This design comes from an exercise in tuning for small area on the open sky130 flow, not from production work.
In this exercise RTL edits were held to simulation tests only and were not proved equivalent to the original.
Power is estimated from default activity; no workload was simulated.

$ cat design/flow/flow/run.sh
#!/bin/bash
# Layout flow: the standard flow (standard.sh) with three changes:
#  - after the standard synthesis, its combinational cells (all but the flip-flops and the
#    full/half-adder cells, which keep their instances and names) are mapped again by ABC with an
#    area-only script (flow/remap.ys); the flow then goes on from that netlist
#  - clock tree: larger sink clusters on clkbuf_8 leaf buffers and no dummy loads
#  - port buffers: the smallest buffer cell instead of the resizer's pick
# Logs here: standard_synth.log, remap.log, standard.log; ORFS's per-step logs under orfs/logs.
set -euo pipefail
export CTS_ARGS="-sink_clustering_enable -repair_clock_nets -dont_use_dummy_load -sink_clustering_size 20 -sink_clustering_max_diameter 55 -buf_list sky130_fd_sc_hd__clkbuf_8"
export BUFFER_PORTS_ARGS="-buffer_cell sky130_fd_sc_hd__buf_1"
R=$PWD/orfs/results/${FLOW_PLATFORM}/dither_top/base
LIB=$FLOW_HOME/platforms/${FLOW_PLATFORM}/lib/sky130_fd_sc_hd__tt_025C_1v80.lib
YOSYS=$FLOW_HOME/../tools/install/yosys/bin/yosys

bash standard.sh synth > standard_synth.log 2>&1
cp "$R/1_2_yosys.v" "$R/1_2_yosys_standard.v"
sed -e "s#LIBFILE#$LIB#g" -e "s#IN_NETLIST#$R/1_2_yosys_standard.v#" -e "s#OUT_NETLIST#$R/1_2_yosys.v#" \
    flow/remap.ys > remap_run.ys
"$YOSYS" -s remap_run.ys > remap.log 2>&1
rm -f "$R/1_synth.odb" "$R/1_synth.sdc"
bash standard.sh finish > standard.log 2>&1
$ cat design/flow/flow/remap.ys
# Re-map the standard synthesis's combinational logic for area.
# Flip-flops and adder cells stay as the standard synthesis placed them (same instances and names);
# every other cell is turned back into logic and mapped again by ABC with an area-only script.
read_liberty -ignore_miss_func LIBFILE
read_verilog IN_NETLIST
hierarchy -top dither_top
setattr -mod -set keep_hierarchy 1 sky130_fd_sc_hd__dfxtp_1 sky130_fd_sc_hd__fa_1 sky130_fd_sc_hd__ha_1 sky130_fd_sc_hd__conb_1
flatten dither_top
read_liberty -lib -overwrite -ignore_miss_func LIBFILE
opt_clean
tee -o remap_before.txt stat -liberty LIBFILE dither_top
abc -liberty LIBFILE -dont_use sky130_fd_sc_hd__lpflow_bleeder_1 -dont_use sky130_fd_sc_hd__lpflow_clkbufkapwr_1 -dont_use sky130_fd_sc_hd__lpflow_clkbufkapwr_16 -dont_use sky130_fd_sc_hd__lpflow_clkbufkapwr_2 -dont_use sky130_fd_sc_hd__lpflow_clkbufkapwr_4 -dont_use sky130_fd_sc_hd__lpflow_clkbufkapwr_8 -dont_use sky130_fd_sc_hd__lpflow_clkinvkapwr_1 -dont_use sky130_fd_sc_hd__lpflow_clkinvkapwr_16 -dont_use sky130_fd_sc_hd__lpflow_clkinvkapwr_2 -dont_use sky130_fd_sc_hd__lpflow_clkinvkapwr_4 -dont_use sky130_fd_sc_hd__lpflow_clkinvkapwr_8 -dont_use sky130_fd_sc_hd__lpflow_decapkapwr_12 -dont_use sky130_fd_sc_hd__lpflow_decapkapwr_3 -dont_use sky130_fd_sc_hd__lpflow_decapkapwr_4 -dont_use sky130_fd_sc_hd__lpflow_decapkapwr_6 -dont_use sky130_fd_sc_hd__lpflow_decapkapwr_8 -dont_use sky130_fd_sc_hd__lpflow_inputiso0n_1 -dont_use sky130_fd_sc_hd__lpflow_inputiso0p_1 -dont_use sky130_fd_sc_hd__lpflow_inputiso1n_1 -dont_use sky130_fd_sc_hd__lpflow_inputiso1p_1 -dont_use sky130_fd_sc_hd__lpflow_inputisolatch_1 -dont_use sky130_fd_sc_hd__lpflow_isobufsrc_1 -dont_use sky130_fd_sc_hd__lpflow_isobufsrc_16 -dont_use sky130_fd_sc_hd__lpflow_isobufsrc_2 -dont_use sky130_fd_sc_hd__lpflow_isobufsrc_4 -dont_use sky130_fd_sc_hd__lpflow_isobufsrc_8 -dont_use sky130_fd_sc_hd__lpflow_isobufsrckapwr_16 -dont_use sky130_fd_sc_hd__lpflow_lsbuf_lh_hl_isowell_tap_1 -dont_use sky130_fd_sc_hd__lpflow_lsbuf_lh_hl_isowell_tap_2 -dont_use sky130_fd_sc_hd__lpflow_lsbuf_lh_hl_isowell_tap_4 -dont_use sky130_fd_sc_hd__lpflow_lsbuf_lh_isowell_4 -dont_use sky130_fd_sc_hd__lpflow_lsbuf_lh_isowell_tap_1 -dont_use sky130_fd_sc_hd__lpflow_lsbuf_lh_isowell_tap_2 -dont_use sky130_fd_sc_hd__lpflow_lsbuf_lh_isowell_tap_4 -dont_use sky130_fd_sc_hd__probe_p_8 -dont_use sky130_fd_sc_hd__probec_p_8  -script +strash;dch,-f;amap;strash;dch,-f;amap;topo dither_top
opt_clean -purge
hilomap -singleton -hicell sky130_fd_sc_hd__conb_1 HI -locell sky130_fd_sc_hd__conb_1 LO dither_top
insbuf -buf sky130_fd_sc_hd__buf_4 A X dither_top
splitnets dither_top
opt_clean -purge
tee -o remap_after.txt stat -liberty LIBFILE dither_top
check -assert dither_top
select dither_top
write_verilog -noattr -nohex -nodec -selected OUT_NETLIST
$ cat design/flow/standard.sh
#!/bin/bash
# synth_recipe.tcl (not shown) runs the flow's synth.tcl, then flattens the netlist and writes it again
# the make line also repeats each setting of config.mk as NAME=value (left out here)
make -C /OpenROAD-flow-scripts/flow DESIGN_CONFIG=/design/flow/config.mk WORK_HOME=/design/flow/orfs CLKGATE_MAP_FILE= SYNTH_SCRIPT=/design/flow/synth_recipe.tcl "${@:-finish}"
$ cat design/flow/config.mk
export PLATFORM = sky130hd
export DESIGN_NAME = dither_top
export DESIGN_NICKNAME = dither_top
export VERILOG_FILES = /design/flow/design.v
export SDC_FILE = /design/flow/constraint.sdc
export NUM_CORES = 4
export LEC_CHECK = 0
export ABC_AREA = 1
export CAP_MARGIN = 20
export CORE_MARGIN = 2
export CORE_UTILIZATION = 80
export SLEW_MARGIN = 20
$ cat design/flow/constraint.sdc
create_clock -name core_clock -period 7.0 [get_ports {clk}]
set_input_delay 1.4000 -clock core_clock [delete_from_list [all_inputs] [get_ports {clk}]]
set_output_delay 1.4000 -clock core_clock [all_outputs]
set_load 0.01 [all_outputs]
$ cat design/flow/design.v
module luma_stage (
    input  logic [23:0] din,
    output logic [7:0]  gray
);
    logic [5:0] ls, lc;
    logic [7:0] lx, ly;
    logic [8:0] lcy;
    for (genvar i = 0; i < 6; i++) begin : g_csa
        assign ls[i] = din[18+i] ^ din[9+i] ^ din[2+i];
        assign lc[i] = (din[18+i] & din[9+i]) | (din[18+i] & din[2+i]) | (din[9+i] & din[2+i]);
    end
    assign lx = {1'b0, din[15], ls};
    assign ly = {1'b0, lc, 1'b0};
    assign lcy[0] = 1'b0;
    for (genvar i = 0; i < 8; i++) begin : g_add
        assign gray[i]  = lx[i] ^ ly[i] ^ lcy[i];
        assign lcy[i+1] = (lx[i] & ly[i]) | (lx[i] & lcy[i]) | (ly[i] & lcy[i]);
    end
endmodule
module clamp_add #(
    parameter int W       = 6,
    parameter bit IN_INV  = 1'b0,
    parameter bit OUT_INV = 1'b0
) (
    input  logic [7:0]   a,
    input  logic [W-1:0] t,
    output logic [7:0]   o
);
    logic [7:0] b, s, nv;
    logic [7:0] cy;
    logic       sg, hi, lo;
    assign sg = t[W-1];
    if (IN_INV) begin : g_inv
        assign b = ~{{(8-W){sg}}, t};
        assign cy[0] = 1'b1;
        assign hi = ~(sg | a[7] | cy[7]);
        assign lo = sg & a[7] & cy[7];
        for (genvar i = 0; i < 7; i++) begin : g_sat
            assign nv[i] = (~s[i] | hi) & ~lo;
        end
        assign nv[7] = ~((a[7] & sg) | (a[7] & cy[7]) | (sg & cy[7]));
    end else begin : g_pos
        assign b = {{(8-W){sg}}, t};
        assign cy[0] = 1'b0;
        assign hi = ~sg & a[7] & cy[7];
        assign lo = sg & ~a[7] & ~cy[7];
        for (genvar i = 0; i < 7; i++) begin : g_sat
            assign nv[i] = (s[i] | hi) & ~lo;
        end
        assign nv[7] = (a[7] & ~sg) | (a[7] & cy[7]) | (~sg & cy[7]);
    end
    for (genvar i = 0; i < 7; i++) begin : g_bit
        assign s[i]    = a[i] ^ b[i] ^ cy[i];
        assign cy[i+1] = (a[i] & b[i]) | (a[i] & cy[i]) | (b[i] & cy[i]);
    end
    assign o = OUT_INV ? ~nv : nv;
endmodule
module error_quantizer (
    input  logic [4:0] q_hi,
    input  logic       q_cy,
    output logic [5:0] w7,
    output logic [4:0] w5,
    output logic [3:0] w3,
    output logic [2:0] w1
);
    logic [4:0] qs;
    logic [5:0] qc;
    assign qc[0] = q_cy;
    for (genvar i = 0; i < 5; i++) begin : g_inc
        assign qs[i]   = q_hi[i] ^ qc[i];
        assign qc[i+1] = q_hi[i] & qc[i];
    end
    assign w3 = qs[4:1];
    assign w1 = {qs[4], qs[4] & qs[3], qs[4] ^ qs[3]};
    logic [4:0] d5;
    logic [5:0] c5;
    assign d5 = {{3{~qs[4] & qs[3]}}, qs[4] ^ qs[3], qs[3]};
    assign c5[0] = 1'b0;
    for (genvar i = 0; i < 5; i++) begin : g_w5
        assign w5[i]   = qs[i] ^ d5[i] ^ c5[i];
        assign c5[i+1] = (qs[i] & d5[i]) | (qs[i] & c5[i]) | (d5[i] & c5[i]);
    end
    logic [3:0] ua, ue, u;
    logic [4:0] cu;
    assign ua = {qs[4], qs[4], qs[3], qs[2]};
    assign ue = {1'b0, qs[1] & qs[0], qs[1] & ~qs[0], qs[1] ^ qs[0]};
    assign cu[0] = 1'b0;
    for (genvar i = 0; i < 4; i++) begin : g_u
        assign u[i]    = ua[i] ^ ue[i] ^ cu[i];
        assign cu[i+1] = (ua[i] & ue[i]) | (ua[i] & cu[i]) | (ue[i] & cu[i]);
    end
    logic [3:0] fa4, fu;
    logic [4:0] c7;
    assign fa4 = {qs[4], qs[4], qs[3], qs[2]};
    assign fu  = {u[3], u[3], u[3], u[2]};
    assign w7[1:0] = u[1:0];
    assign c7[0] = 1'b0;
    for (genvar i = 0; i < 4; i++) begin : g_w7
        assign w7[i+2] = fa4[i+0] ^ fu[i] ^ c7[i];
        assign c7[i+1] = (fa4[i] & fu[i]) | (fa4[i] & c7[i]) | (fu[i] & c7[i]);
    end
endmodule
module dither_top (
    input  logic [23:0] din,
    input  logic        clk,
    input  logic        rst,
    input  logic        hs_in,
    input  logic        vs_in,
    input  logic        de_in,
    output logic [23:0] dout,
    output logic        hs_out,
    output logic        vs_out,
    output logic        de_out
);
    localparam int NST = 52;
    localparam int NGR = 50;
    logic [NST-1:0] de_sr;
    logic [NST-1:0] hs_sr;
    logic [NST-1:0] vs_sr;
    always_ff @(posedge clk) begin
        de_sr <= {de_sr[NST-2:0], de_in};
        hs_sr <= {hs_sr[NST-2:0], hs_in};
        vs_sr <= {vs_sr[NST-2:0], vs_in};
    end
    logic [4:0] q_hi;    
    logic       q_cy;    
    logic       de_q;
    logic [5:0] w7;
    logic [4:0] w5;
    logic [3:0] w3;
    logic [2:0] w1;
    localparam logic [11:0] COL_RST = 12'd4045;
    logic       all_ok;      
    logic       col_zero;
    logic       ok50;        
    logic       ok51;        
    logic       col_en;
    assign ok50 = all_ok | col_zero;
    assign ok51 = all_ok;
    assign de_q = de_sr[50] & ok50;
    always_ff @(posedge clk) begin
        all_ok <= ~rst & ok50;
    end
    error_quantizer error_quantizer_i (
        .q_hi (q_hi),
        .q_cy (q_cy),
        .w7   (w7),
        .w5   (w5),
        .w3   (w3),
        .w1   (w1)
    );
    logic [11:0] col;
    logic [12:0] ccy;
    assign col_zero = (col == 12'd0);
    assign col_en = (~ok50) | de_q;
    assign ccy[0] = 1'b1;
    for (genvar i = 0; i < 12; i++) begin : g_col
        assign ccy[i+1] = ccy[i] & col[i];
        always_ff @(posedge clk) begin
            col[i] <= rst ? COL_RST[i] : (col_en & (col[i] ^ ccy[i]));
        end
    end
    logic in_line;
    logic ok_m2, ok_m1, ok_0, ok_p1, ok_p2;
    assign in_line = de_q && (col[11:5] == 7'd0);
    assign ok_m2 = in_line && (col[4:0] >= 5'd2) && (col[4:0] < 5'd18);
    assign ok_m1 = in_line && (col[4:0] >= 5'd1) && (col[4:0] < 5'd17);
    assign ok_0  = in_line && (col[4:0] < 5'd16);
    assign ok_p1 = in_line && (col[4:0] < 5'd15);
    assign ok_p2 = in_line && (col[4:0] < 5'd14);
    logic [7:0] gr [NGR];        
    logic [7:0] nv [NGR+1];
    localparam logic [NGR-1:0] INV = 50'b10000000000000000000010101111111111111111111101010;
    luma_stage luma_stage_i (
        .din  (din),
        .gray (nv[0])
    );
    logic [2:0] t1;
    assign t1 = ok_p2 ? w1 : '0;
    clamp_add #(.W(3), .IN_INV(1'b0), .OUT_INV(1'b1)) tap1_i (
        .a (gr[0]),
        .t (t1),
        .o (nv[1])
    );
    logic [3:0] t2;
    assign t2 = ok_p1 ? w3 : '0;
    clamp_add #(.W(4), .IN_INV(1'b1), .OUT_INV(1'b0)) tap2_i (
        .a (gr[1]),
        .t (t2),
        .o (nv[2])
    );
    logic [4:0] t3;
    assign t3 = ok_0 ? w5 : '0;
    clamp_add #(.W(5), .IN_INV(1'b0), .OUT_INV(1'b1)) tap3_i (
        .a (gr[2]),
        .t (t3),
        .o (nv[3])
    );
    logic [3:0] t4;
    assign t4 = ok_m1 ? w3 : '0;
    clamp_add #(.W(4), .IN_INV(1'b1), .OUT_INV(1'b0)) tap4_i (
        .a (gr[3]),
        .t (t4),
        .o (nv[4])
    );
    logic [2:0] t5;
    assign t5 = ok_m2 ? w1 : '0;
    clamp_add #(.W(3), .IN_INV(1'b0), .OUT_INV(1'b1)) tap5_i (
        .a (gr[4]),
        .t (t5),
        .o (nv[5])
    );
    assign nv[6] = gr[5];
    assign nv[7] = gr[6];
    assign nv[8] = gr[7];
    assign nv[9] = gr[8];
    assign nv[10] = gr[9];
    assign nv[11] = gr[10];
    assign nv[12] = gr[11];
    assign nv[13] = gr[12];
    assign nv[14] = gr[13];
    assign nv[15] = gr[14];
    assign nv[16] = gr[15];
    assign nv[17] = gr[16];
    assign nv[18] = gr[17];
    assign nv[19] = gr[18];
    assign nv[20] = gr[19];
    assign nv[21] = gr[20];
    assign nv[22] = gr[21];
    assign nv[23] = gr[22];
    assign nv[24] = gr[23];
    logic [3:0] t25;
    assign t25 = ok_p2 ? w3 : '0;
    clamp_add #(.W(4), .IN_INV(1'b1), .OUT_INV(1'b0)) tap25_i (
        .a (gr[24]),
        .t (t25),
        .o (nv[25])
    );
    logic [4:0] t26;
    assign t26 = ok_p1 ? w5 : '0;
    clamp_add #(.W(5), .IN_INV(1'b0), .OUT_INV(1'b1)) tap26_i (
        .a (gr[25]),
        .t (t26),
        .o (nv[26])
    );
    logic [5:0] t27;
    assign t27 = ok_0 ? w7 : '0;
    clamp_add #(.W(6), .IN_INV(1'b1), .OUT_INV(1'b0)) tap27_i (
        .a (gr[26]),
        .t (t27),
        .o (nv[27])
    );
    logic [4:0] t28;
    assign t28 = ok_m1 ? w5 : '0;
    clamp_add #(.W(5), .IN_INV(1'b0), .OUT_INV(1'b1)) tap28_i (
        .a (gr[27]),
        .t (t28),
        .o (nv[28])
    );
    logic [3:0] t29;
    assign t29 = ok_m2 ? w3 : '0;
    clamp_add #(.W(4), .IN_INV(1'b1), .OUT_INV(1'b0)) tap29_i (
        .a (gr[28]),
        .t (t29),
        .o (nv[29])
    );
    assign nv[30] = gr[29];
    assign nv[31] = gr[30];
    assign nv[32] = gr[31];
    assign nv[33] = gr[32];
    assign nv[34] = gr[33];
    assign nv[35] = gr[34];
    assign nv[36] = gr[35];
    assign nv[37] = gr[36];
    assign nv[38] = gr[37];
    assign nv[39] = gr[38];
    assign nv[40] = gr[39];
    assign nv[41] = gr[40];
    assign nv[42] = gr[41];
    assign nv[43] = gr[42];
    assign nv[44] = gr[43];
    assign nv[45] = gr[44];
    assign nv[46] = gr[45];
    assign nv[47] = gr[46];
    assign nv[48] = gr[47];
    logic [4:0] t49;
    assign t49 = ok_p2 ? w5 : '0;
    clamp_add #(.W(5), .IN_INV(1'b0), .OUT_INV(1'b1)) tap49_i (
        .a (gr[48]),
        .t (t49),
        .o (nv[49])
    );
    logic [5:0] t50;
    assign t50 = ok_p1 ? w7 : '0;
    clamp_add #(.W(6), .IN_INV(1'b1), .OUT_INV(1'b0)) tap50_i (
        .a (gr[49]),
        .t (t50),
        .o (nv[50])
    );
    always_ff @(posedge clk) begin
        for (int k = 0; k < NGR; k++) gr[k] <= nv[k];
        q_hi <= nv[NGR][7:3];
        q_cy <= nv[NGR][7] & nv[NGR][2] & nv[NGR][1] & nv[NGR][0];
    end
    logic lvl;
    always_ff @(posedge clk) begin
        lvl <= q_hi[4];
    end
    assign dout   = {24{lvl}};
    assign de_out = de_sr[51] & ok51;
    assign hs_out = hs_sr[51] & ok51;
    assign vs_out = vs_sr[51] & ok51;
endmodule
==> notes.md, run 1 <==
* Synth Area per Inst at between 10 and 15 sq um
* CTS root buf: clkbuf_8
* Max-Cap Viols at 0
* Final Hold Vio Count at 0
* Clock period minus worst slack at around 6.4 ns
* Total GRT Usage at 30.7%
* DR iter-0 viols at approximately 580
* Worst Path Required at 7.46 ns
* Reg clk slew, reported paths at 0.10 ns
* Remaining Overflow, GRT at 0
* Largest net degree at the start of global routing at 25
* Synthesized area at 15600 sq um
* Internal power at ~4700 uW
* Run status: no timing/DRC/antenna violations
* Post-Syn Nets at roughly 1200
* R2R Setup Slk at between 0.6 and 0.7 ns
* Hold Buf Count CTS at 0
* Switching pwr at around 1400 uW
* Sequential power share at a little under three quarters
* Combinational fraction of design power at 6.1%
* Max Root-Sink Buffers at 3
* PwrDens at 375 nW/um^2
* Fin nets at 1304
* Setup crit end: gr[2][3]
* CP arrival at 6.84 ns
* Io pins at between 50 and 60
* Rel. slew slack at between 30% and 40%
* First-pass GRT wire length at about 46000 microns
* WL per Instance at about 21 microns
* Post_cts resized at 0
* Post-DP HPWL at ~19000 microns
* Post-CTS Setup Repair Bufs at 0
* Routed WL at 29500 microns
* Number of global-route vias before repair at 8555
* Sink Count at 576
* Worst r2r dst: gr[2][3]
* Critical Path Fanout Max at 19
* CP Class: reg2reg
* # H-tree levels at 2
* Worst clock skew at ~0.085 ns
* Max Fclk at approximately 160 MHz
* CP Launch Point: col[9]
* Clock group share of total power at 22.3%
* Starting Density at 80.8%
* P&R area growth vs syn at 5.60%
* Vias/cell at 5.49
* Count of final setup violators at 0
* Peak VDD IR at 0.309 mV
* Core area at 19300 sq um
* Setup TNS at 0 ns
* Fin crit share at 91.1%
* Warnings, synthesis at 5
* DR pass1 iterations at 5
* Die Area at 20600 sq um
* PortBufs at 50
* Initial antenna violation count at 1
* CTS tree: yes
* Die Width at 143 microns
* Final Slew Violations at 0
* Remaining DRCs at 0
* Syn Inst Count at 1079
* R2R depth at 18
* Vias at 7743
* Hold WS at 0.289 ns
* Layout cells sized above 1 at ~3.6%
* Placer congestion estimate at 0.879
* Row cnt at 51
* Antenna diodes at 0
* Clk Latency, worst-skew pair at 0.58 ns
* RSZ-0062 raised after global routing: false
* CTS buffer count at 36
* Chip height at roughly 140 microns
* Final ANT Viol Nets at 0
* Crit path capture type: register
* CP startpoint kind: register
* Tightest Pin Transition at 0.916 ns
* P_leak at 0.00670 uW
* Reg2reg start: col[9]
* Hold Crit Class: reg2reg
* Net Sw Frac at 23.4%
==> critical path, stage by stage (launching register included) <==
cell and delay (ns):
dfxtp_1 0.32, nor4_1 0.44, a41oi_1 0.27, nand4b_1 0.29, nor2_1 0.36, clkinv_1 0.55
or2_0 0.53, nor2_1 0.21, ha_1 0.20, clkinv_1 0.10, fa_1 0.40, fa_1 0.40
fa_1 0.42, fa_1 0.42, fa_1 0.42, fa_1 0.42, clkinv_1 0.10, nand3_1 0.27
o21ai_0 0.20
==> stage by stage <==
stage | setup slack, ns | power [uW] | cells | area, sq um | util [%]
global placement | 1.42 | 4670 | 1375 | 15900 | 82.7
global route | 0.387 | 6390 | 1411 | 16400 | 85.3
floorplan | 1.92 | 4520 | 1079 | 15600 | -
detailed placement | 0.966 | 4800 | 1375 | 15900 | 82.7
finish | 0.622 | 6160 | 1411 | 16400 | 85.3
CTS | 0.856 | 6190 | 1411 | 16400 | 85.3
==> sequential cells by signal (all words and copies together), names as in the netlist <==
signal / flops
hs_sr: 52
de_sr: 52
q_cy: 1
vs_sr: 52
col: 12
all_ok: 1
q_hi: 5
lvl: 1
gr: 400
==> layer usage <==
metal | track usage, % | vias up | wire length (microns)
met4 | 19.4 | 0 | 2170
met2 | 55.0 | 435 | 15200
met1 | 32.4 | 3685 | 10000
met3 | 7.43 | 167 | 2070
li1 | - | 3456 | -
met5 | 0 | - | 0
==> worst min path at each step <==
stage	start	end	slack, ns	cells past startpoint
5_1_grt	gr[41][3]	gr[42][3]	0.28	0
2_1_floorplan	de_sr[9]	de_sr[10]	0.31	0
6_report	gr[41][3]	gr[42][3]	0.29	0
3_3_place_gp	gr[22][0]	gr[23][0]	0.31	0
4_1_cts	gr[41][3]	gr[42][3]	0.28	0
3_5_place_dp	gr[8][3]	gr[9][3]	0.31	0
==> power by group through the flow <==
stage / registers, uW / clock network (uW) / logic [uW]
floorplan: 4330 / 0 / 195
global placement: 4390 / 0 / 283
detailed placement: 4470 / 0 / 328
CTS: 4420 / 1400 / 366
global route: 4470 / 1500 / 411
finish: 4410 / 1370 / 375
==> layout make-up <==
| type | count | area, sq um |
|---|---|---|
| sequential | 576 | 11500 |
| timing repair buffer | 55 | 225 |
| inverter | 102 | 383 |
| multi-input combinational | 377 | 3470 |
| clock buffer | 36 | 495 |
| tap | 265 | 332 |
| fill | 809 | 2840 |
==> layout by cell type (no fill, tap or decap), types with 2 or more instances in the layout <==
| cell | count |
|---|---|
| dfxtp_1 | 576 |
| clkinv_1 | 102 |
| fa_1 | 88 |
| o21ai_0 | 76 |
| nor2_1 | 72 |
| buf_1 | 50 |
| ha_1 | 39 |
| clkbuf_8 | 36 |
| nand2_1 | 23 |
| a21oi_1 | 16 |
| or3_1 | 12 |
| or2_0 | 10 |
| nor2b_1 | 9 |
| nor3_1 | 5 |
| o22ai_1 | 5 |
| o21a_1 | 5 |
| buf_4 | 5 |
| and2_0 | 4 |
| nand3_1 | 4 |
| nor4_1 | 2 |
==> run 2: changes to the inputs <==
--- a/design/flow/config.mk
+++ b/design/flow/config.mk
@@ -8,5 +8,5 @@
 export ABC_AREA = 1
 export CAP_MARGIN = 20
 export CORE_MARGIN = 2
-export CORE_UTILIZATION = 80
+export CORE_UTILIZATION = 60
 export SLEW_MARGIN = 20
==> notes.md, run 2 <==
* Run status: no timing/DRC/antenna violations
* Setup crit end: gr[25][1]
* DR pass1 iterations at 5 (unchanged)
* Fillers at 1880 (+130%)
* Rel. slew slack at 52.6% (+14 points)
* Layout cells sized above 1 at 3.66% (+0.084 points)
* CP Class: reg2reg
* First-pass GRT wire length at 30600 microns (-34%)
* Chip height at 165 microns (+15%)
* Io pins at 56 (unchanged)
* Register Area at 11500 sq um (unchanged)
* Core area at 25300 sq um (+31%)
* Post-Syn Nets at 1235 (unchanged)
* Cells after DPL at 1439 (+4.7%)
* Reg clk slew, reported paths at 0.10 ns (about the same)
* Internal power at 4710 uW (about the same)
* Die Area at 27200 sq um (+32%)
* Initial antenna violation count at 0 (-1)
* Remaining DRCs at 0 (unchanged)
* Max FFs per register at 400 (unchanged)
* Largest net degree at the start of global routing at 25 (unchanged)
* WL per Instance at 12.5 microns (-40%)
* Clock period minus worst slack at 5.79 ns (-0.591 ns)
* Vias/cell at 4.56 (-17%)
* Clk Latency, worst-skew pair at 0.56 ns (-0.02 ns)
* Final ANT Viol Nets at 0 (unchanged)
* Worst clock skew at 0.0756 ns (-0.00916 ns)
* Worst r2r dst: gr[25][1]
* Count of final setup violators at 0 (unchanged)
* CP arrival at 6.20 ns (-0.64 ns)
* Routed WL at 18500 microns (-37%)
* PortBufs at 50 (unchanged)
* Commonest non-fill, non-tap cells in the layout: 576 x dfxtp_1, 102 x clkinv_1, 88 x fa_1
* Sink Count at 576 (unchanged)
* CTS buffer count at 38 (+5.6%)
* R2R depth at 18 (unchanged)
* Max Fclk at 173 MHz (+10%)
* Number of global-route vias before repair at 6495 (-24%)
* Row cnt at 58 (+14%)
* DR iter-0 viols at 345 (-40%)
* Syn Inst Count at 1079 (unchanged)
* CTS root buf: clkbuf_8
* Sequential power share at 72.5% (+0.9 points)
* Synth Area per Inst at 14.4 sq um (unchanged)
* Die Width at 165 microns (+15%)
* CTS tree: yes
* Clock group share of total power at 22.7% (+0.4 points)
* Fin crit share at 82.7% (-8.4 points)
* Peak VDD IR at 0.281 mV (-9.1%)
* Met1 usage at 20.2% (-12 points)
* Biggest register: gr
* Finished Core Util at 65.3% (-20 points)
* Worst Path Required at 7.41 ns (-0.05 ns)
* Hold WS at 0.300 ns (+0.0108 ns)
* Remaining Overflow, GRT at 0 (unchanged)
* Combinational fraction of design power at 4.8% (-1.3 points)
* CP startpoint kind: register
* Post-CTS Setup Repair Bufs at 0 (unchanged)
* Setup TNS at 0 ns (unchanged)
* GRT met2 Usage at 22.3% (-33 points)
* Post_cts resized at 0 (unchanged)
* P&R area growth vs syn at 6.25%
* Max-Cap Viols at 0 (unchanged)
* Max Root-Sink Buffers at 3 (unchanged)
* Hold Crit Class: reg2reg
* Hold Buf Count CTS at 0 (unchanged)
* Setup WS pre-CTS at 1.27 ns (+0.305 ns)
* GRT met3 Usage at 3.12% (-4.3 points)
* RSZ-0062 raised after global routing: false
* Post-DP HPWL at 12800 microns (-31%)
* Tightest Pin Transition at 0.709 ns (-0.207 ns)
* CP Launch Point: col[9]
* Switching pwr at 1260 uW (-13%)
* Reg2reg start: col[9]
* Crit path capture type: register
* Final Hold Vio Count at 0 (unchanged)
* Starting Density at 61.5% (-19 points)
* Critical Path Fanout Max at 19 (unchanged)
* Worst setup margin at 1.21 ns (+0.591 ns)
* Synthesized area at 15600 sq um (unchanged)
* Non-Filler Instances at 1477 (+4.7%)
* Warnings, synthesis at 5 (unchanged)
* Total GRT Usage at 14.4% (-16 points)
* R2R Setup Slk at 1.21 ns (+0.59 ns)
* # H-tree levels at 2 (unchanged)
* Fin nets at 1305 (+0.077%)
* Final Slew Violations at 0 (unchanged)
* P_leak at 0.00670 uW (+0.13%)
* Area of the multi-input gates at 3470 sq um (unchanged)
* Net Sw Frac at 21.1% (-2.4 points)
* Antenna diodes at 0 (unchanged)
* Placer congestion estimate at 0.791 (-10%)
* Busiest grt layer: met2
* Commonest non-fill, non-tap cell in the layout: dfxtp_1
* PwrDens at 361 nW/um^2 (-3.6%)
* Vias at 6732 (-13%)
run 2: layout make-up:
| type | instances | share of cell area [%] |
|---|---|---|
| inverters | 102 | 2.32 |
| well taps | 330 | 2.50 |
| repair buffers | 54 | 1.32 |
| multi-input cells | 377 | 21.0 |
| flip-flops and latches | 576 | 69.7 |
| clock buffers | 38 | 3.16 |
run 2: routing by layer:
layer  vias up  share of wire [%]
met4         0                2.7
met3        41                4.8
li1       3444                  -
met2       119                 43
met1      3128                 50
met5         -                  0
run 2: through the flow:
stage / power (uW) / cell area (sq um)
final: 5970 / 16500
after global routing: 6300 / 16500
after CTS: 6070 / 16500
after detailed placement: 4710 / 16000
after global placement: 4690 / 16000
after floorplan: 4520 / 15600
run 2: worst min path at each step:
stage,startpoint,to,slack [ns],depth (start not counted)
detailed placement,gr[29][7],gr[30][7],0.31,0
CTS,gr[13][4],gr[14][4],0.31,0
global route,gr[13][4],gr[14][4],0.31,0
floorplan,de_sr[9],de_sr[10],0.31,0
finish,gr[13][4],gr[14][4],0.30,0
global placement,gr[23][4],gr[24][4],0.31,0
run 2: critical path, stage by stage, from the launching register on:
cell and delay (ns):
dfxtp_1 0.33, nor4_1 0.39, a41oi_1 0.23, nand4b_1 0.29
nor2_1 0.34, clkinv_1 0.51, or2_0 0.49, nor2_1 0.14
ha_1 0.15, clkinv_1 0.07, fa_1 0.38, fa_1 0.40
fa_1 0.40, fa_1 0.40, fa_1 0.39, fa_1 0.40
clkinv_1 0.08, nand3_1 0.16, o21ai_0 0.12
run 2: power by group through the flow:
stage | clock network [uW] | registers [uW] | logic [uW]
floorplan | 0 | 4330 | 195
CTS | 1420 | 4360 | 295
global placement | 0 | 4400 | 287
detailed placement | 0 | 4420 | 287
finish | 1360 | 4330 | 285
global route | 1530 | 4420 | 347
==> run 3: changes to the inputs <==
==> design/flow/flow/run.sh (replaced) <==
#!/bin/bash
# Layout flow: the standard flow (standard.sh) with three changes:
#  - after the standard synthesis, its logic is mapped again for area: flip-flops and full-adder
#    cells keep their instances and names; each full adder may be flipped to its dual (all pins
#    inverted, the same function) where that saves inverters (fapol.py); then ABC maps all other
#    logic with an area-only script (remap1.ys, remap2.ys). The flow goes on from that netlist.
#  - clock tree: larger sink clusters on clkbuf_8 leaf buffers and no dummy loads
#  - port buffers: the smallest buffer cell instead of the resizer's pick
# Logs here: standard_synth.log, remap1.log, fapol.log, remap2.log, standard.log; ORFS's per-step
# logs under orfs/logs.
set -euo pipefail
export CTS_ARGS="-sink_clustering_enable -repair_clock_nets -dont_use_dummy_load -sink_clustering_size 20 -sink_clustering_max_diameter 55 -buf_list sky130_fd_sc_hd__clkbuf_8"
export BUFFER_PORTS_ARGS="-buffer_cell sky130_fd_sc_hd__buf_1"
R=$PWD/orfs/results/${FLOW_PLATFORM}/dither_top/base
LIB=$FLOW_HOME/platforms/${FLOW_PLATFORM}/lib/sky130_fd_sc_hd__tt_025C_1v80.lib
YOSYS=$FLOW_HOME/../tools/install/yosys/bin/yosys

bash standard.sh synth > standard_synth.log 2>&1
cp "$R/1_2_yosys.v" "$R/1_2_yosys_standard.v"
sed -e "s#LIBFILE#$LIB#g" -e "s#IN_NETLIST#$R/1_2_yosys_standard.v#" flow/remap1.ys > remap1_run.ys
"$YOSYS" -s remap1_run.ys > remap1.log 2>&1
python3 flow/fapol.py remap_pre.json remap_post.json > fapol.log 2>&1
sed -e "s#LIBFILE#$LIB#g" -e "s#OUT_NETLIST#$R/1_2_yosys.v#" flow/remap2.ys > remap2_run.ys
"$YOSYS" -s remap2_run.ys > remap2.log 2>&1
rm -f "$R/1_synth.odb" "$R/1_synth.sdc"
bash standard.sh finish > standard.log 2>&1
==> design/flow/flow/fapol.py (new file) <==
#!/usr/bin/env python3
"""Choose the polarity of each full-adder cell to cut inverters between fixed cells.

A full adder is self-dual: inverting A, B and CIN inverts SUM and COUT. So any fa_1 can be
replaced by the same cell with inverters on all five pins, which is the same logic. Where the
standard synthesis left an inverter between a flip-flop, half adder or full adder and a full
adder, flipping the full adder can remove it; inverters on pins that face other logic are
absorbed when ABC maps that logic again. Reads and writes yosys JSON (module dither_top).
"""
import json, sys, random

src, dst = sys.argv[1], sys.argv[2]
d = json.load(open(src))
m = d["modules"]["dither_top"]
cells = m["cells"]
FIXED = ("sky130_fd_sc_hd__dfxtp_1", "sky130_fd_sc_hd__fa_1", "sky130_fd_sc_hd__ha_1")

drv = {}    # bit -> (cell, pin)
loads = {}  # bit -> [(cell, pin)]
for n, c in cells.items():
    for p, bits in c["connections"].items():
        dirn = c.get("port_directions", {}).get(p)
        for b in bits:
            if not isinstance(b, int):
                continue
            if dirn == "output":
                drv[b] = (n, p)
            else:
                loads.setdefault(b, []).append((n, p))

def src_of(bit):
    """follow NOT gates back from bit: (fixed cell or None, parity)"""
    par = 0
    seen = 0
    while True:
        if bit not in drv:
            return None, par
        n, p = drv[bit]
        t = cells[n]["type"]
        if t == "$_NOT_":
            bit = cells[n]["connections"]["A"][0]
            par ^= 1
            seen += 1
            if seen > 50 or not isinstance(bit, int):
                return None, par
            continue
        if t in FIXED:
            return n, par
        return None, par

fas = [n for n, c in cells.items() if c["type"] == "sky130_fd_sc_hd__fa_1"]
faset = set(fas)
# hard edges: (source cell, target cell, parity) between fixed cells through NOT gates only
edges = []
for n, c in cells.items():
    if c["type"] not in FIXED:
        continue
    for p, bits in c["connections"].items():
        if c["port_directions"][p] != "input":
            continue
        s, par = src_of(bits[0]) if isinstance(bits[0], int) else (None, 0)
        if s is not None and (s in faset or n in faset):
            edges.append((s, n, par))

x = {f: 0 for f in fas}
def cost():
    return sum(par ^ x.get(s, 0) ^ x.get(t, 0) for s, t, par in edges)
adj = {f: [] for f in fas}
for i, (s, t, par) in enumerate(edges):
    if s in adj: adj[s].append(i)
    if t in adj and t != s: adj[t].append(i)
def gain(f):
    g = 0
    for i in adj[f]:
        s, t, par = edges[i]
        cur = par ^ x.get(s, 0) ^ x.get(t, 0)
        g += 1 if cur else -1
    return g

best = dict(x); bestc = cost()
rng = random.Random(1)
for restart in range(200):
    if restart:
        x = {f: rng.randint(0, 1) if rng.random() < 0.3 else best[f] for f in fas}
    improved = True
    while improved:
        improved = False
        for f in fas:
            if gain(f) > 0:
                x[f] ^= 1
                improved = True
    c = cost()
    if c < bestc:
        best, bestc = dict(x), c
x = best
print(f"fapol: {len(fas)} full adders, {len(edges)} fixed-to-fixed links, odd links {sum(p for _,_,p in edges)} -> {bestc}, flipped {sum(x.values())}", file=sys.stderr)

# apply: put a NOT on every pin of each flipped full adder
nxt = [max([b for c in cells.values() for bits in c["connections"].values() for b in bits if isinstance(b, int)]) + 1]
def newbit():
    nxt[0] += 1
    return nxt[0] - 1
k = 0
for f in fas:
    if not x[f]:
        continue
    c = cells[f]
    for p in ("A", "B", "CIN"):
        b = c["connections"][p][0]
        nb = newbit()
        cells[f"$fapol${k}"] = {"hide_name": 1, "type": "$_NOT_", "parameters": {}, "attributes": {},
                                "port_directions": {"A": "input", "Y": "output"},
                                "connections": {"A": [b], "Y": [nb]}}
        k += 1
        c["connections"][p] = [nb]
    for p in ("SUM", "COUT"):
        b = c["connections"][p][0]
        nb = newbit()
        c["connections"][p] = [nb]
        cells[f"$fapol${k}"] = {"hide_name": 1, "type": "$_NOT_", "parameters": {}, "attributes": {},
                                "port_directions": {"A": "input", "Y": "output"},
                                "connections": {"A": [nb], "Y": [b]}}
        k += 1

# remove NOT-NOT pairs so that no fixed-to-fixed link is left as a bare wire through logic
portbits = set()
for nm, p in m["ports"].items():
    if p["direction"] == "output":
        portbits.update(b for b in p["bits"] if isinstance(b, int))
drv2 = {}
for n, c in cells.items():
    for p, bits in c["connections"].items():
        if c.get("port_directions", {}).get(p) == "output":
            for b in bits:
                drv2[b] = n
changed = True
while changed:
    changed = False
    repl = {}
    for n, c in cells.items():
        if c["type"] != "$_NOT_":
            continue
        a = c["connections"]["A"][0]
        d1 = drv2.get(a)
        if d1 is not None and cells[d1]["type"] == "$_NOT_":
            y = c["connections"]["Y"][0]
            if y not in portbits:
                repl[y] = cells[d1]["connections"]["A"][0]
    if repl:
        for n, c in cells.items():
            for p, bits in c["connections"].items():
                if c.get("port_directions", {}).get(p) == "input":
                    nb = [repl.get(b, b) if isinstance(b, int) else b for b in bits]
                    if nb != bits:
                        c["connections"][p] = nb
                        changed = True
json.dump(d, open(dst, "w"))
==> design/flow/flow/remap1.ys (new file) <==
# Step 1 of the area re-map of the standard synthesis's netlist: flip-flops and full-adder cells
# stay as they are (same instances and names); every other cell is turned back into logic.
read_liberty -ignore_miss_func LIBFILE
read_verilog IN_NETLIST
hierarchy -top dither_top
setattr -mod -set keep_hierarchy 1 sky130_fd_sc_hd__dfxtp_1 sky130_fd_sc_hd__fa_1
flatten dither_top
read_liberty -lib -overwrite -ignore_miss_func LIBFILE
opt_clean
tee -o remap_before.txt stat -liberty LIBFILE dither_top
select dither_top
write_json -selected remap_pre.json
==> design/flow/flow/remap2.ys (new file) <==
# Step 2: after fapol.py has chosen each full adder's polarity, ABC maps all logic between the
# flip-flops and full adders again, for area only.
read_liberty -lib -ignore_miss_func LIBFILE
read_json remap_post.json
hierarchy -top dither_top
abc -liberty LIBFILE -dont_use sky130_fd_sc_hd__lpflow_bleeder_1 -dont_use sky130_fd_sc_hd__lpflow_clkbufkapwr_1 -dont_use sky130_fd_sc_hd__lpflow_clkbufkapwr_16 -dont_use sky130_fd_sc_hd__lpflow_clkbufkapwr_2 -dont_use sky130_fd_sc_hd__lpflow_clkbufkapwr_4 -dont_use sky130_fd_sc_hd__lpflow_clkbufkapwr_8 -dont_use sky130_fd_sc_hd__lpflow_clkinvkapwr_1 -dont_use sky130_fd_sc_hd__lpflow_clkinvkapwr_16 -dont_use sky130_fd_sc_hd__lpflow_clkinvkapwr_2 -dont_use sky130_fd_sc_hd__lpflow_clkinvkapwr_4 -dont_use sky130_fd_sc_hd__lpflow_clkinvkapwr_8 -dont_use sky130_fd_sc_hd__lpflow_decapkapwr_12 -dont_use sky130_fd_sc_hd__lpflow_decapkapwr_3 -dont_use sky130_fd_sc_hd__lpflow_decapkapwr_4 -dont_use sky130_fd_sc_hd__lpflow_decapkapwr_6 -dont_use sky130_fd_sc_hd__lpflow_decapkapwr_8 -dont_use sky130_fd_sc_hd__lpflow_inputiso0n_1 -dont_use sky130_fd_sc_hd__lpflow_inputiso0p_1 -dont_use sky130_fd_sc_hd__lpflow_inputiso1n_1 -dont_use sky130_fd_sc_hd__lpflow_inputiso1p_1 -dont_use sky130_fd_sc_hd__lpflow_inputisolatch_1 -dont_use sky130_fd_sc_hd__lpflow_isobufsrc_1 -dont_use sky130_fd_sc_hd__lpflow_isobufsrc_16 -dont_use sky130_fd_sc_hd__lpflow_isobufsrc_2 -dont_use sky130_fd_sc_hd__lpflow_isobufsrc_4 -dont_use sky130_fd_sc_hd__lpflow_isobufsrc_8 -dont_use sky130_fd_sc_hd__lpflow_isobufsrckapwr_16 -dont_use sky130_fd_sc_hd__lpflow_lsbuf_lh_hl_isowell_tap_1 -dont_use sky130_fd_sc_hd__lpflow_lsbuf_lh_hl_isowell_tap_2 -dont_use sky130_fd_sc_hd__lpflow_lsbuf_lh_hl_isowell_tap_4 -dont_use sky130_fd_sc_hd__lpflow_lsbuf_lh_isowell_4 -dont_use sky130_fd_sc_hd__lpflow_lsbuf_lh_isowell_tap_1 -dont_use sky130_fd_sc_hd__lpflow_lsbuf_lh_isowell_tap_2 -dont_use sky130_fd_sc_hd__lpflow_lsbuf_lh_isowell_tap_4 -dont_use sky130_fd_sc_hd__probe_p_8 -dont_use sky130_fd_sc_hd__probec_p_8  -script +strash;dch,-f;amap;strash;dch,-f;amap;topo dither_top
opt_clean -purge
hilomap -singleton -hicell sky130_fd_sc_hd__conb_1 HI -locell sky130_fd_sc_hd__conb_1 LO dither_top
insbuf -buf sky130_fd_sc_hd__buf_4 A X dither_top
splitnets dither_top
opt_clean -purge
tee -o remap_after.txt stat -liberty LIBFILE dither_top
check -assert dither_top
select dither_top
write_verilog -noattr -nohex -nodec -selected OUT_NETLIST
--- a/design/flow/config.mk
+++ b/design/flow/config.mk
@@ -6,7 +6,7 @@
 export NUM_CORES = 4
 export LEC_CHECK = 0
 export ABC_AREA = 1
-export CAP_MARGIN = 20
+export CAP_MARGIN = 5
 export CORE_MARGIN = 2
 export CORE_UTILIZATION = 60
-export SLEW_MARGIN = 20
+export SLEW_MARGIN = 5
removed: design/flow/flow/remap.ys
==> notes.md, run 3 <==
* Run status: no timing/DRC/antenna violations
* Reg clk slew, reported paths at 0.11 ns (about the same)
* Starting Density at 60.6% (-0.81 points)
* Initial antenna violation count at 0 (unchanged)
* R2R depth at 22 (+4)
* PortBufs at 50 (unchanged)
* Vias at 6615 (-1.7%)
* CP Class: reg2reg
* Max Fclk at 175 MHz (+1.2%)
* WHS Endpoint: gr[11][5]
* Placer congestion estimate at 0.899 (+14%)
* DR iter-0 viols at 388 (+12%)
* Critical Path Fanout Max at 15 (-4)
* Finished Cell Area at 16100 sq um (-2.6%)
* Max-Cap Viols at 0 (unchanged)
* Antenna diodes at 0 (unchanged)
* Layout cells sized above 1 at 4.00% (+0.34 points)
* Worst clock skew at 0.0747 ns (-0.000983 ns)
* Slowest CP cell: or3_1
* Post-Syn Nets at 1151 (-6.8%)
* Finished Core Util at 64.5% (-0.78 points)
* Crit-path cells: nor3_1 -> clkinv_1 -> nor2_1 -> nand2_1 -> nor2_1 -> nor2_1 -> nor2_1 -> nand2_1 -> nor2_1 -> buf_4 -> clkinv_1 -> or2_0 -> nor2_1 -> nand2_1 -> fa_1 -> fa_1 -> fa_1 -> fa_1 -> fa_1 -> fa_1 -> or3_1 -> a21oi_1
* Crit path capture type: register
* First-pass GRT wire length at 31900 microns (+4.3%)
* Post-DP HPWL at 12900 microns (+0.27%)
* Post_cts resized at 0 (unchanged)
* Vias/cell at 4.63 (+1.5%)
* WHS Path Cells at 0 (unchanged)
* CP startpoint kind: register
* RSZ-0062 raised after global routing: false
* P_leak at 0.00649 uW (-3.3%)
* Clock period minus worst slack at 5.72 ns (-0.0669 ns)
* Fin nets at 1219 (-6.6%)
* Warnings, synthesis at 5 (unchanged)
* Remaining Overflow, GRT at 0 (unchanged)
* CTS tree: yes
* Worst Path Required at 7.46 ns (+0.05 ns)
* CP arrival at 6.18 ns (-0.02 ns)
* Synth Area per Inst at 14.6 sq um (+1.5%)
* Reg2reg start: col[1]
* R2R Setup Slk at 1.28 ns (+0.07 ns)
* Non-Filler Instances at 1430 (-3.2%)
* Chip height at 163 microns (-1.3%)
* Max FFs per register at 400 (unchanged)
* Critical path's top delay family: adder cells
* Hold Crit Class: reg2reg
* Die Area at 26500 sq um (-2.7%)
* Final Power at 5910 uW (-1.1%)
* DR pass1 iterations at 4 (-1)
* Io pins at 56 (unchanged)
* Routed WL at 18800 microns (+1.4%)
* Peak VDD IR at 0.234 mV (-17%)
* Clk Latency, worst-skew pair at 0.56 ns (about the same)
* Number of global-route vias before repair at 6708 (+3.3%)
* Row cnt at 58 (unchanged)
* Setup TNS at 0 ns (unchanged)
* Sink Count at 576 (unchanged)
* CTS root buf: clkbuf_8
* Worst r2r dst: gr[25][1]
* Remaining DRCs at 0 (unchanged)
* Crit path largest cell delay at 0.47 ns (-0.04 ns)
* Final ANT Viol Nets at 0 (unchanged)
* WL per Instance at 13.1 microns (+4.8%)
* Hold Buf Count CTS at 0 (unchanged)
* Rel. slew slack at 52.5% (-0.070 points)
* Count of final setup violators at 0 (unchanged)
* Post-DP Area at 15600 sq um (-2.6%)
* Commonest non-fill, non-tap cell in the layout: dfxtp_1
* Post-CTS Setup Repair Bufs at 0 (unchanged)
* Tightest Pin Transition at 0.712 ns (+0.00294 ns)
* Fillers at 1899 (+1.0%)
* # H-tree levels at 2 (unchanged)
* Biggest register: gr
* Commonest non-fill, non-tap cells in the layout: 576 x dfxtp_1, 88 x fa_1, 76 x o21ai_0
* Final Slew Violations at 0 (unchanged)
* Largest net degree at the start of global routing at 25 (unchanged)
* Synthesized area at 15100 sq um (-2.7%)
* Final Hold Vio Count at 0 (unchanged)
* PwrDens at 367 nW/um^2 (+1.6%)
* Fin crit share at 81.7% (-0.96 points)
* Core area at 25000 sq um (-1.4%)
* Worst Path Buf+Inv at 3 (unchanged)
* Die Width at 163 microns (-1.3%)
* Syn Inst Count at 1034 (-4.2%)
* Max Root-Sink Buffers at 3 (unchanged)
* Cells after DPL at 1393 (-3.2%)
* P&R area growth vs syn at 6.39%
* CTS buffer count at 37 (-2.6%)
* Hold path startpoint: gr[10][5]
* Total GRT Usage at 15.3% (+0.86 points)
==> run 3: worst max-delay path by stage <==
stage / from / end / slack, ns / cells after the start
after floorplan: col[1] / gr[25][1] / 1.47 / 19
after global routing: col[1] / gr[25][1] / 0.77 / 22
after global placement: col[1] / gr[25][6] / 1.40 / 22
final: col[1] / gr[25][1] / 1.28 / 22
after detailed placement: col[1] / gr[25][1] / 1.27 / 22
after CTS: col[1] / gr[25][1] / 1.29 / 22
==> run 3: per-layer routing <==
metal	global-route usage (%)	wire (microns)	up-vias
li1	-	-	3378
met1	21.0	9150	3093
met2	23.8	8260	100
met3	3.46	805	44
met4	5.99	562	0
met5	0	0	-
==> run 3: final cells by class <==
type | count | area (sq um) | area share [%]
repair buffers | 57 | 240 | 1.49
well taps | 330 | 413 | 2.56
inverters | 43 | 161 | 1.00
multi-input cells | 387 | 3250 | 20.2
flip-flops and latches | 576 | 11500 | 71.6
clock buffers | 37 | 509 | 3.16
==> run 3: where the power goes <==
part           switching [uW]  leakage (uW)  total, uW  internal, uW
clock                     872      0.000266       1350           479
sequential                250       0.00485       4320          4070
combinational             119       0.00137        236           117
total                    1240       0.00649       5910          4670
==> run 3: stage by stage <==
| step | setup WS, ns | hold WS (ns) |
|---|---|---|
| floorplan | 1.47 | 0.310 |
| global placement | 1.40 | 0.310 |
| detailed placement | 1.27 | 0.312 |
| CTS | 1.29 | 0.266 |
| global route | 0.767 | 0.264 |
| finish | 1.28 | 0.264 |
==> run 4: changes to the inputs <==
--- a/design/flow/config.mk
+++ b/design/flow/config.mk
@@ -6,7 +6,8 @@
 export NUM_CORES = 4
 export LEC_CHECK = 0
 export ABC_AREA = 1
-export CAP_MARGIN = 5
+export CAP_MARGIN = 20
 export CORE_MARGIN = 2
 export CORE_UTILIZATION = 60
-export SLEW_MARGIN = 5
+export GPL_TIMING_DRIVEN = 0
+export SLEW_MARGIN = 20
==> notes.md, run 4 <==
* Number of global-route vias before repair at 6658 (-0.75%)
* First-pass GRT wire length at 31900 microns (about the same)
* Routed WL at 18800 microns (+0.10%)
* P_leak at 0.00659 uW (+1.6%)
* Core area at 25000 sq um (unchanged)
* Hold Buf Count CTS at 0 (unchanged)
* CTS root buf: clkbuf_8
* Biggest register: gr
* Post-DP Area at 15700 sq um (+0.91%)
* DR iter-0 viols at 349 (-10%)
* Final Slew Violations at 0 (unchanged)
* Critical Path Fanout Max at 7 (-8)
* Placer congestion estimate at 0.882 (-1.9%)
* Row cnt at 58 (unchanged)
* Tightest Pin Transition at 1.03 ns (+0.314 ns)
* Fillers at 1868 (-1.6%)
* Peak VDD IR at 0.290 mV (+24%)
* Worst Path Required at 7.39 ns (-0.07 ns)
* Setup TNS at 0 ns (unchanged)
* CP Launch Point: q_cy
* PortBufs at 50 (unchanged)
* Final Hold Vio Count at 0 (unchanged)
* Rel. slew slack at 30.9% (-22 points)
* R2R Setup Slk at 0.73 ns (-0.55 ns)
* CP Class: reg2reg
* # H-tree levels at 2 (unchanged)
* Reg clk slew, reported paths at 0.11 ns (about the same)
* R2R depth at 19 (-14%)
* Hold WS at 0.297 ns (+0.0337 ns)
* Syn Inst Count at 1034 (unchanged)
* Initial antenna violation count at 0 (unchanged)
* Max FFs per register at 400 (unchanged)
* Clock period minus worst slack at 6.27 ns (+0.551 ns)
* CP startpoint kind: register
* Max-Cap Viols at 0 (unchanged)
* Post-Syn Nets at 1151 (unchanged)
* Sink Count at 576 (unchanged)
* WL per Instance at 12.9 microns (-1.4%)
* CP arrival at 6.66 ns (+0.48 ns)
* Clk Latency, worst-skew pair at 0.55 ns (about the same)
* Die Area at 26500 sq um (unchanged)
* Run status: no timing/DRC/antenna violations
* Finished Cell Area at 16300 sq um (+1.0%)
* Worst clock skew at 0.0861 ns (+0.0114 ns)
* Io pins at 56 (unchanged)
* Final ANT Viol Nets at 0 (unchanged)
* RSZ-0062 raised after global routing: false
* PwrDens at 364 nW/um^2 (-0.87%)
* Fin crit share at 89.6% (+7.9 points)
* P&R area growth vs syn at 7.45%
* Largest net degree at the start of global routing at 25 (unchanged)
* Post-DP HPWL at 12900 microns (about the same)
* Remaining DRCs at 0 (unchanged)
* Crit path capture type: register
* Remaining Overflow, GRT at 0 (unchanged)
* Hold Crit Class: reg2reg
* Reg2reg start: q_cy
* Layout cells sized above 1 at 5.70% (+1.7 points)
* Die Width at 163 microns (unchanged)
* CTS buffer count at 38 (+2.7%)
* Starting Density at 60.6% (unchanged)
* DR pass1 iterations at 5 (+1)
* Count of final setup violators at 0 (unchanged)
* Worst r2r dst: gr[49][3]
* Commonest non-fill, non-tap cell in the layout: dfxtp_1
* Antenna diodes at 0 (unchanged)
* Fin nets at 1241 (+1.8%)
* CTS tree: yes
* Total GRT Usage at 15.3% (about the same)
* Vias/cell at 4.65 (+0.51%)
* Non-Filler Instances at 1452 (+1.5%)
* Max Fclk at 159 MHz (-8.8%)
* Commonest non-fill, non-tap cells in the layout: 576 x dfxtp_1, 88 x fa_1, 74 x o21ai_0
* Synthesized area at 15100 sq um (unchanged)
* Warnings, synthesis at 5 (unchanged)
* Vias at 6751 (+2.1%)
* Cells after DPL at 1414 (+1.5%)
* Synth Area per Inst at 14.6 sq um (unchanged)
* Setup crit end: gr[49][3]
* Max Root-Sink Buffers at 3 (unchanged)
* Chip height at 163 microns (unchanged)
* Final Power at 5920 uW (+0.12%)
## run 4: power by group
part / switching [uW] / internal [uW] / leakage (uW)
clock network: 865 / 491 / 0.000273
registers: 253 / 4070 / 0.00485
logic: 118 / 117 / 0.00146
total: 1240 / 4680 / 0.00659
## run 4: what timing repair did
action,CTS,global route
setup buffers,0,0
resized for setup,0,2
endpoints found under the setup margin,0,8
## run 4: critical path: stages, from the launching register on
cell      delay [ns]
dfxtp_1         0.35
nand2_1         0.08
nor2_1          0.18
nand2_1         0.11
clkinv_1        0.07
nand2_1         0.07
o21ai_0         0.80
clkinv_1        0.47
o21ai_0         0.57
fa_1            0.38
nor2_1          0.11
fa_1            0.43
fa_1            0.40
fa_1            0.42
fa_1            0.39
fa_1            0.39
fa_1            0.39
nor2_1          0.13
nand2_1         0.15
a21oi_1         0.24
## run 4: metrics by stage
step | setup slack [ns] | utilization, %
after CTS | 0.217 | 65.1
after floorplan | 1.47 | -
after global placement | 0.313 | 63.1
after detailed placement | 0.263 | 63.1
final | 0.728 | 65.2
after global routing | 0.0662 | 65.2
## run 4: worst min-delay path by stage
stage                     depth (start not counted)  startpoint  slack (ns)        end
after floorplan                                   0    de_sr[9]        0.31  de_sr[10]
after global routing                              0    gr[6][5]        0.29   gr[7][5]
final                                             0    gr[6][5]        0.30   gr[7][5]
after CTS                                         0    gr[6][5]        0.30   gr[7][5]
after detailed placement                          0    de_sr[2]        0.31   de_sr[3]
after global placement                            0   gr[21][4]        0.31  gr[22][4]
## run 4: cell type report
class	instances	area, sq um	area share (%)
inverters	43	161	0.992
clock buffers	38	523	3.21
well taps	330	413	2.54
multi-input cells	387	3260	20.0
repair buffers	50	188	1.15
flip-flops and latches	576	11500	70.9
plain buffers	28	195	1.20
## run 4: routing by layer
layer,GRT usage [%],wire length (microns),vias to the layer above
met2,24.1,8450,117
met4,5.31,461,0
li1,-,-,3419
met3,3.08,875,31
met5,0,0,-
met1,21.3,9020,3184
==> run 5: changes to the inputs <==
--- a/design/flow/config.mk
+++ b/design/flow/config.mk
@@ -9,5 +9,4 @@
 export CAP_MARGIN = 20
 export CORE_MARGIN = 2
 export CORE_UTILIZATION = 60
-export GPL_TIMING_DRIVEN = 0
 export SLEW_MARGIN = 20
==> notes.md, run 5 <==
* Commonest non-fill, non-tap cells in the layout: 576 x dfxtp_1, 88 x fa_1, 76 x o21ai_0
* Post-CTS Setup Repair Bufs at 0 (unchanged)
* Synthesized area at 15100 sq um (unchanged)
* Clk Latency, worst-skew pair at 0.56 ns (about the same)
* RSZ-0062 raised after global routing: false
* Max Fclk at 175 MHz (+9.6%)
* Post-Syn Nets at 1151 (unchanged)
* Remaining Overflow, GRT at 0 (unchanged)
* Clock period minus worst slack at 5.72 ns (-0.551 ns)
* Core area at 25000 sq um (unchanged)
* Layout cells sized above 1 at 4.00% (-1.7 points)
* Io pins at 56 (unchanged)
* Warnings, synthesis at 5 (unchanged)
* Die Width at 163 microns (unchanged)
* Crit path largest cell delay at 0.47 ns (-0.33 ns)
* Routed WL at 18800 microns (-0.10%)
* Crit path capture type: register
* Crit-path cells: nor3_1 -> clkinv_1 -> nor2_1 -> nand2_1 -> nor2_1 -> nor2_1 -> nor2_1 -> nand2_1 -> nor2_1 -> buf_4 -> clkinv_1 -> or2_0 -> nor2_1 -> nand2_1 -> fa_1 -> fa_1 -> fa_1 -> fa_1 -> fa_1 -> fa_1 -> or3_1 -> a21oi_1
* Max FFs per register at 400 (unchanged)
* Reg clk slew, reported paths at 0.11 ns (about the same)
* CTS tree: yes
* Largest net degree at the start of global routing at 25 (unchanged)
* Die Area at 26500 sq um (unchanged)
* CTS root buf: clkbuf_8
* Final Hold Vio Count at 0 (unchanged)
* WL per Instance at 13.1 microns (+1.4%)
* Number of global-route vias before repair at 6708 (+0.75%)
* DR pass1 iterations at 4 (-1)
* Synth Area per Inst at 14.6 sq um (unchanged)
* Post-DP HPWL at 12900 microns (about the same)
* Commonest non-fill, non-tap cell in the layout: dfxtp_1
* Placer congestion estimate at 0.899 (+2.0%)
* Setup TNS at 0 ns (unchanged)
* P_leak at 0.00649 uW (-1.6%)
* Max-Cap Viols at 0 (unchanged)
* Critical Path Fanout Max at 15 (+8)
* Final Slew Violations at 0 (unchanged)
* Post_cts resized at 0 (unchanged)
* CTS buffer count at 37 (-2.6%)
* Fillers at 1899 (+1.7%)
* Final ANT Viol Nets at 0 (unchanged)
* # H-tree levels at 2 (unchanged)
* Starting Density at 60.6% (unchanged)
* PortBufs at 50 (unchanged)
* CP startpoint kind: register
* Remaining DRCs at 0 (unchanged)
* Vias at 6615 (-2.0%)
* Rel. slew slack at 52.5% (+22 points)
* PwrDens at 367 nW/um^2 (+0.88%)
* Initial antenna violation count at 0 (unchanged)
* Count of final setup violators at 0 (unchanged)
* Sink Count at 576 (unchanged)
* Hold Buf Count CTS at 0 (unchanged)
* Fin nets at 1219 (-1.8%)
* Max Root-Sink Buffers at 3 (unchanged)
* First-pass GRT wire length at 31900 microns (about the same)
* DR iter-0 viols at 388 (+11%)
* CP Class: reg2reg
* Hold WS at 0.264 ns (-0.0337 ns)
* Slowest CP cell: or3_1
* Vias/cell at 4.63 (-0.51%)
* Fin crit share at 81.7% (-7.9 points)
* Worst Path Required at 7.46 ns (+0.07 ns)
* Biggest register: gr
* CP arrival at 6.18 ns (-0.48 ns)
* Run status: no timing/DRC/antenna violations
* Antenna diodes at 0 (unchanged)
* Tightest Pin Transition at 0.712 ns (-0.314 ns)
* Total GRT Usage at 15.3% (about the same)
* Row cnt at 58 (unchanged)
* Worst clock skew at 0.0747 ns (-0.0114 ns)
* Chip height at 163 microns (unchanged)
* Hold Crit Class: reg2reg
* Syn Inst Count at 1034 (unchanged)
* P&R area growth vs syn at 6.39%
* Peak VDD IR at 0.234 mV (-20%)
==> run 5: worst max-delay path: cells and delay by family (launching register included) <==
kind	cells	cell delay [ns]
AOI/OAI and AO/OA	1	0.16
adders and majority gates	6	2.36
DFF	1	0.34
and+or+nand+nor	12	2.17
buffers and inverters	3	0.65
==> run 5: area by class of cell <==
cell class | count | area (sq um) | share of cell area [%]
tap | 330 | 413 | 2.56
inverter | 43 | 161 | 1.00
timing repair buffer | 57 | 240 | 1.49
sequential | 576 | 11500 | 71.6
clock buffer | 37 | 509 | 3.16
multi-input combinational | 387 | 3250 | 20.2
==> run 5: worst paths after layout <==
path / from / end / slack (ns) / cells past startpoint
min reg2reg: gr[10][5] / gr[11][5] / 0.26 / 0
min: gr[10][5] / gr[11][5] / 0.26 / 0
max: col[1] / gr[25][1] / 1.28 / 22
max reg2reg: col[1] / gr[25][1] / 1.28 / 22
==> run 5: metal layers <==
layer,vias up,GRT usage [%],share of wire (%)
met5,-,0,0
met4,0,5.99,3.0
met3,44,3.46,4.3
met2,100,23.8,44
met1,3093,21.0,49
li1,3378,-,-
==> run 5: per-stage QoR <==
step | util [%] | power, uW | setup slack [ns] | cells | cell area [sq um]
floorplan | - | 4480 | 1.47 | 1034 | 15100
global placement | 62.5 | 4630 | 1.40 | 1393 | 15600
detailed placement | 62.5 | 4650 | 1.27 | 1393 | 15600
CTS | 64.5 | 6020 | 1.29 | 1430 | 16100
global route | 64.5 | 6240 | 0.767 | 1430 | 16100
finish | 64.5 | 5910 | 1.28 | 1430 | 16100
==> run 5: report_power, final <==
| part | switching, uW | leakage [uW] | internal (uW) |
|---|---|---|---|
| Combinational | 119 | 0.00137 | 117 |
| Sequential | 250 | 0.00485 | 4070 |
| Clock | 872 | 0.000266 | 479 |
| Total | 1240 | 0.00649 | 4670 |
==> run 6: changes to the inputs <==
--- a/design/flow/flow/run.sh
+++ b/design/flow/flow/run.sh
@@ -9,7 +9,7 @@
 # Logs here: standard_synth.log, remap1.log, fapol.log, remap2.log, standard.log; ORFS's per-step
 # logs under orfs/logs.
 set -euo pipefail
-export CTS_ARGS="-sink_clustering_enable -repair_clock_nets -dont_use_dummy_load -sink_clustering_size 20 -sink_clustering_max_diameter 55 -buf_list sky130_fd_sc_hd__clkbuf_8"
+export CTS_ARGS="-sink_clustering_enable -repair_clock_nets -dont_use_dummy_load -sink_clustering_size 20 -sink_clustering_max_diameter 40 -buf_list sky130_fd_sc_hd__clkbuf_8"
 export BUFFER_PORTS_ARGS="-buffer_cell sky130_fd_sc_hd__buf_1"
 R=$PWD/orfs/results/${FLOW_PLATFORM}/dither_top/base
 LIB=$FLOW_HOME/platforms/${FLOW_PLATFORM}/lib/sky130_fd_sc_hd__tt_025C_1v80.lib
==> notes.md, run 6 <==
* Hold WS at 0.276 ns (+0.0127 ns)
* Syn Inst Count at 1034 (unchanged)
* Setup WS pre-CTS at 1.27 ns (unchanged)
* R2R depth at 22 (unchanged)
* Hold Buf Count CTS at 0 (unchanged)
* Die Width at 163 microns (unchanged)
* Remaining DRCs at 0 (unchanged)
* Slowest CP cell: or3_1
* Clk Latency, worst-skew pair at 0.58 ns (+0.02 ns)
* Synthesized area at 15100 sq um (unchanged)
* Worst Path Buf+Inv at 3 (unchanged)
* Post-DP HPWL at 12900 microns (unchanged)
* Routed WL at 18700 microns (-0.48%)
* Commonest non-fill, non-tap cells in the layout: 576 x dfxtp_1, 88 x fa_1, 76 x o21ai_0
* Crit path capture type: register
* WHS Path Cells at 0 (unchanged)
* Worst Path Required at 7.45 ns (about the same)
* Initial antenna violation count at 0 (unchanged)
* CTS buffer count at 46 (+24%)
* Final Slew Violations at 0 (unchanged)
* Core area at 25000 sq um (unchanged)
* Setup TNS at 0 ns (unchanged)
* Critical Path Fanout Max at 15 (unchanged)
* Critical path's top delay family: adder cells
* Sink Count at 576 (unchanged)
* Placer congestion estimate at 0.899 (unchanged)
* Post-CTS Setup Repair Bufs at 0 (unchanged)
* Hold Crit Class: reg2reg
* DR iter-0 viols at 395 (+1.8%)
* CP Class: reg2reg
* First-pass GRT wire length at 32100 microns (+0.50%)
* # H-tree levels at 2 (unchanged)
* R2R Setup Slk at 1.23 ns (-0.05 ns)
* Run status: no timing/DRC/antenna violations
* PwrDens at 372 nW/um^2 (+1.3%)
* Finished Core Util at 65.0% (+0.50 points)
* Post_cts resized at 0 (unchanged)
* Finished Cell Area at 16200 sq um (+0.77%)
* P_leak at 0.00655 uW (+1.0%)
* Remaining Overflow, GRT at 0 (unchanged)
* Fin nets at 1228 (+0.74%)
* Hold path startpoint: gr[32][0]
* Crit-path cells: nor3_1 -> clkinv_1 -> nor2_1 -> nand2_1 -> nor2_1 -> nor2_1 -> nor2_1 -> nand2_1 -> nor2_1 -> buf_4 -> clkinv_1 -> or2_0 -> nor2_1 -> nand2_1 -> fa_1 -> fa_1 -> fa_1 -> fa_1 -> fa_1 -> fa_1 -> or3_1 -> a21oi_1
* Die Area at 26500 sq um (unchanged)
* Max FFs per register at 400 (unchanged)
* Worst r2r dst: gr[25][1]
* Max Root-Sink Buffers at 3 (unchanged)
* Biggest register: gr
* WL per Instance at 13.0 microns (-1.1%)
* Starting Density at 60.6% (unchanged)
* Total GRT Usage at 15.3% (+0.072 points)
* Commonest non-fill, non-tap cell in the layout: dfxtp_1
* CP arrival at 6.21 ns (+0.03 ns)
* Tightest Pin Transition at 0.722 ns (+0.00956 ns)
* Vias at 6676 (+0.92%)
* Crit path largest cell delay at 0.48 ns (about the same)
* Reg2reg start: col[1]
* CTS tree: yes
* Chip height at 163 microns (unchanged)
* Post-DP Area at 15600 sq um (unchanged)
* Warnings, synthesis at 5 (unchanged)
* Antenna diodes at 0 (unchanged)
* Number of global-route vias before repair at 6766 (+0.86%)
* CTS root buf: clkbuf_8
* Io pins at 56 (unchanged)
* Worst clock skew at 0.0857 ns (+0.0111 ns)
* RSZ-0062 raised after global routing: false
* P&R area growth vs syn at 7.21%
* PortBufs at 50 (unchanged)
* Rel. slew slack at 51.8% (-0.64 points)
* Fin crit share at 82.4% (+0.65 points)
* Synth Area per Inst at 14.6 sq um (unchanged)
* Worst setup margin at 1.23 ns (-0.0457 ns)
* Clock period minus worst slack at 5.77 ns (+0.0457 ns)
* Final Hold Vio Count at 0 (unchanged)
* Row cnt at 58 (unchanged)
* Final ANT Viol Nets at 0 (unchanged)
* Largest net degree at the start of global routing at 25 (unchanged)
* DR pass1 iterations at 4 (unchanged)
* Peak VDD IR at 0.259 mV (+11%)
* Post-Syn Nets at 1151 (unchanged)
* Vias/cell at 4.64 (+0.29%)
* WHS Endpoint: gr[33][0]
* Reg clk slew, reported paths at 0.11 ns (about the same)
* Max-Cap Viols at 0 (unchanged)
* Max Fclk at 173 MHz (-0.79%)
* CP startpoint kind: register
* Count of final setup violators at 0 (unchanged)
* Layout cells sized above 1 at 4.78% (+0.78 points)
run 6: worst max-delay path by stage:
stage	start	end	depth (start not counted)
3_3_place_gp	col[1]	gr[25][6]	22
6_report	col[1]	gr[25][1]	22
4_1_cts	col[1]	gr[25][1]	22
5_1_grt	col[1]	gr[25][1]	22
2_1_floorplan	col[1]	gr[25][1]	19
3_5_place_dp	col[1]	gr[25][1]	22
run 6: cell type report:
cell class	instances	area, sq um
Tap cell	330	413
Multi-Input combinational cell	387	3250
Fill cell	1880	8730
Sequential cell	576	11500
Timing Repair Buffer	57	240
Inverter	43	161
Clock buffer	46	633
run 6: stage by stage:
stage	power [uW]	instances
6_report	6030	1439
5_1_grt	6380	1439
2_1_floorplan	4480	1034
4_1_cts	6140	1439
3_3_place_gp	4630	1393
3_5_place_dp	4650	1393
run 6: power by group:
part / switching (uW) / internal [uW]
sequential: 250 / 4070
clock: 884 / 588
combinational: 120 / 117
total: 1250 / 4780
run 6: per-layer routing:
metal  up-vias  GRT usage [%]  share of wire [%]
met5         -              0                  0
met4         0           6.15                3.3
met3        54           3.82                4.6
met2       107           23.8                 44
met1      3117           21.0                 48
li1       3398              -                  -
run 6: worst reg2reg max path, cell delays in order, from the launching register on:
cell	delay [ns]
dfxtp_1	0.34
nor3_1	0.26
clkinv_1	0.13
nor2_1	0.14
nand2_1	0.09
nor2_1	0.09
nor2_1	0.07
nor2_1	0.13
nand2_1	0.10
nor2_1	0.11
buf_4	0.18
clkinv_1	0.33
or2_0	0.44
nor2_1	0.17
nand2_1	0.09
fa_1	0.39
fa_1	0.39
fa_1	0.39
fa_1	0.39
fa_1	0.39
fa_1	0.42
or3_1	0.48
a21oi_1	0.17

Check on run 6: ideal ports give 1.233 ns setup slack; a clkbuf_16 on the clock port and buf_2 on the inputs give 1.233 ns; moving port delays by the midpoint clock arrival (0.584 ns) as well gives 1.233 ns.
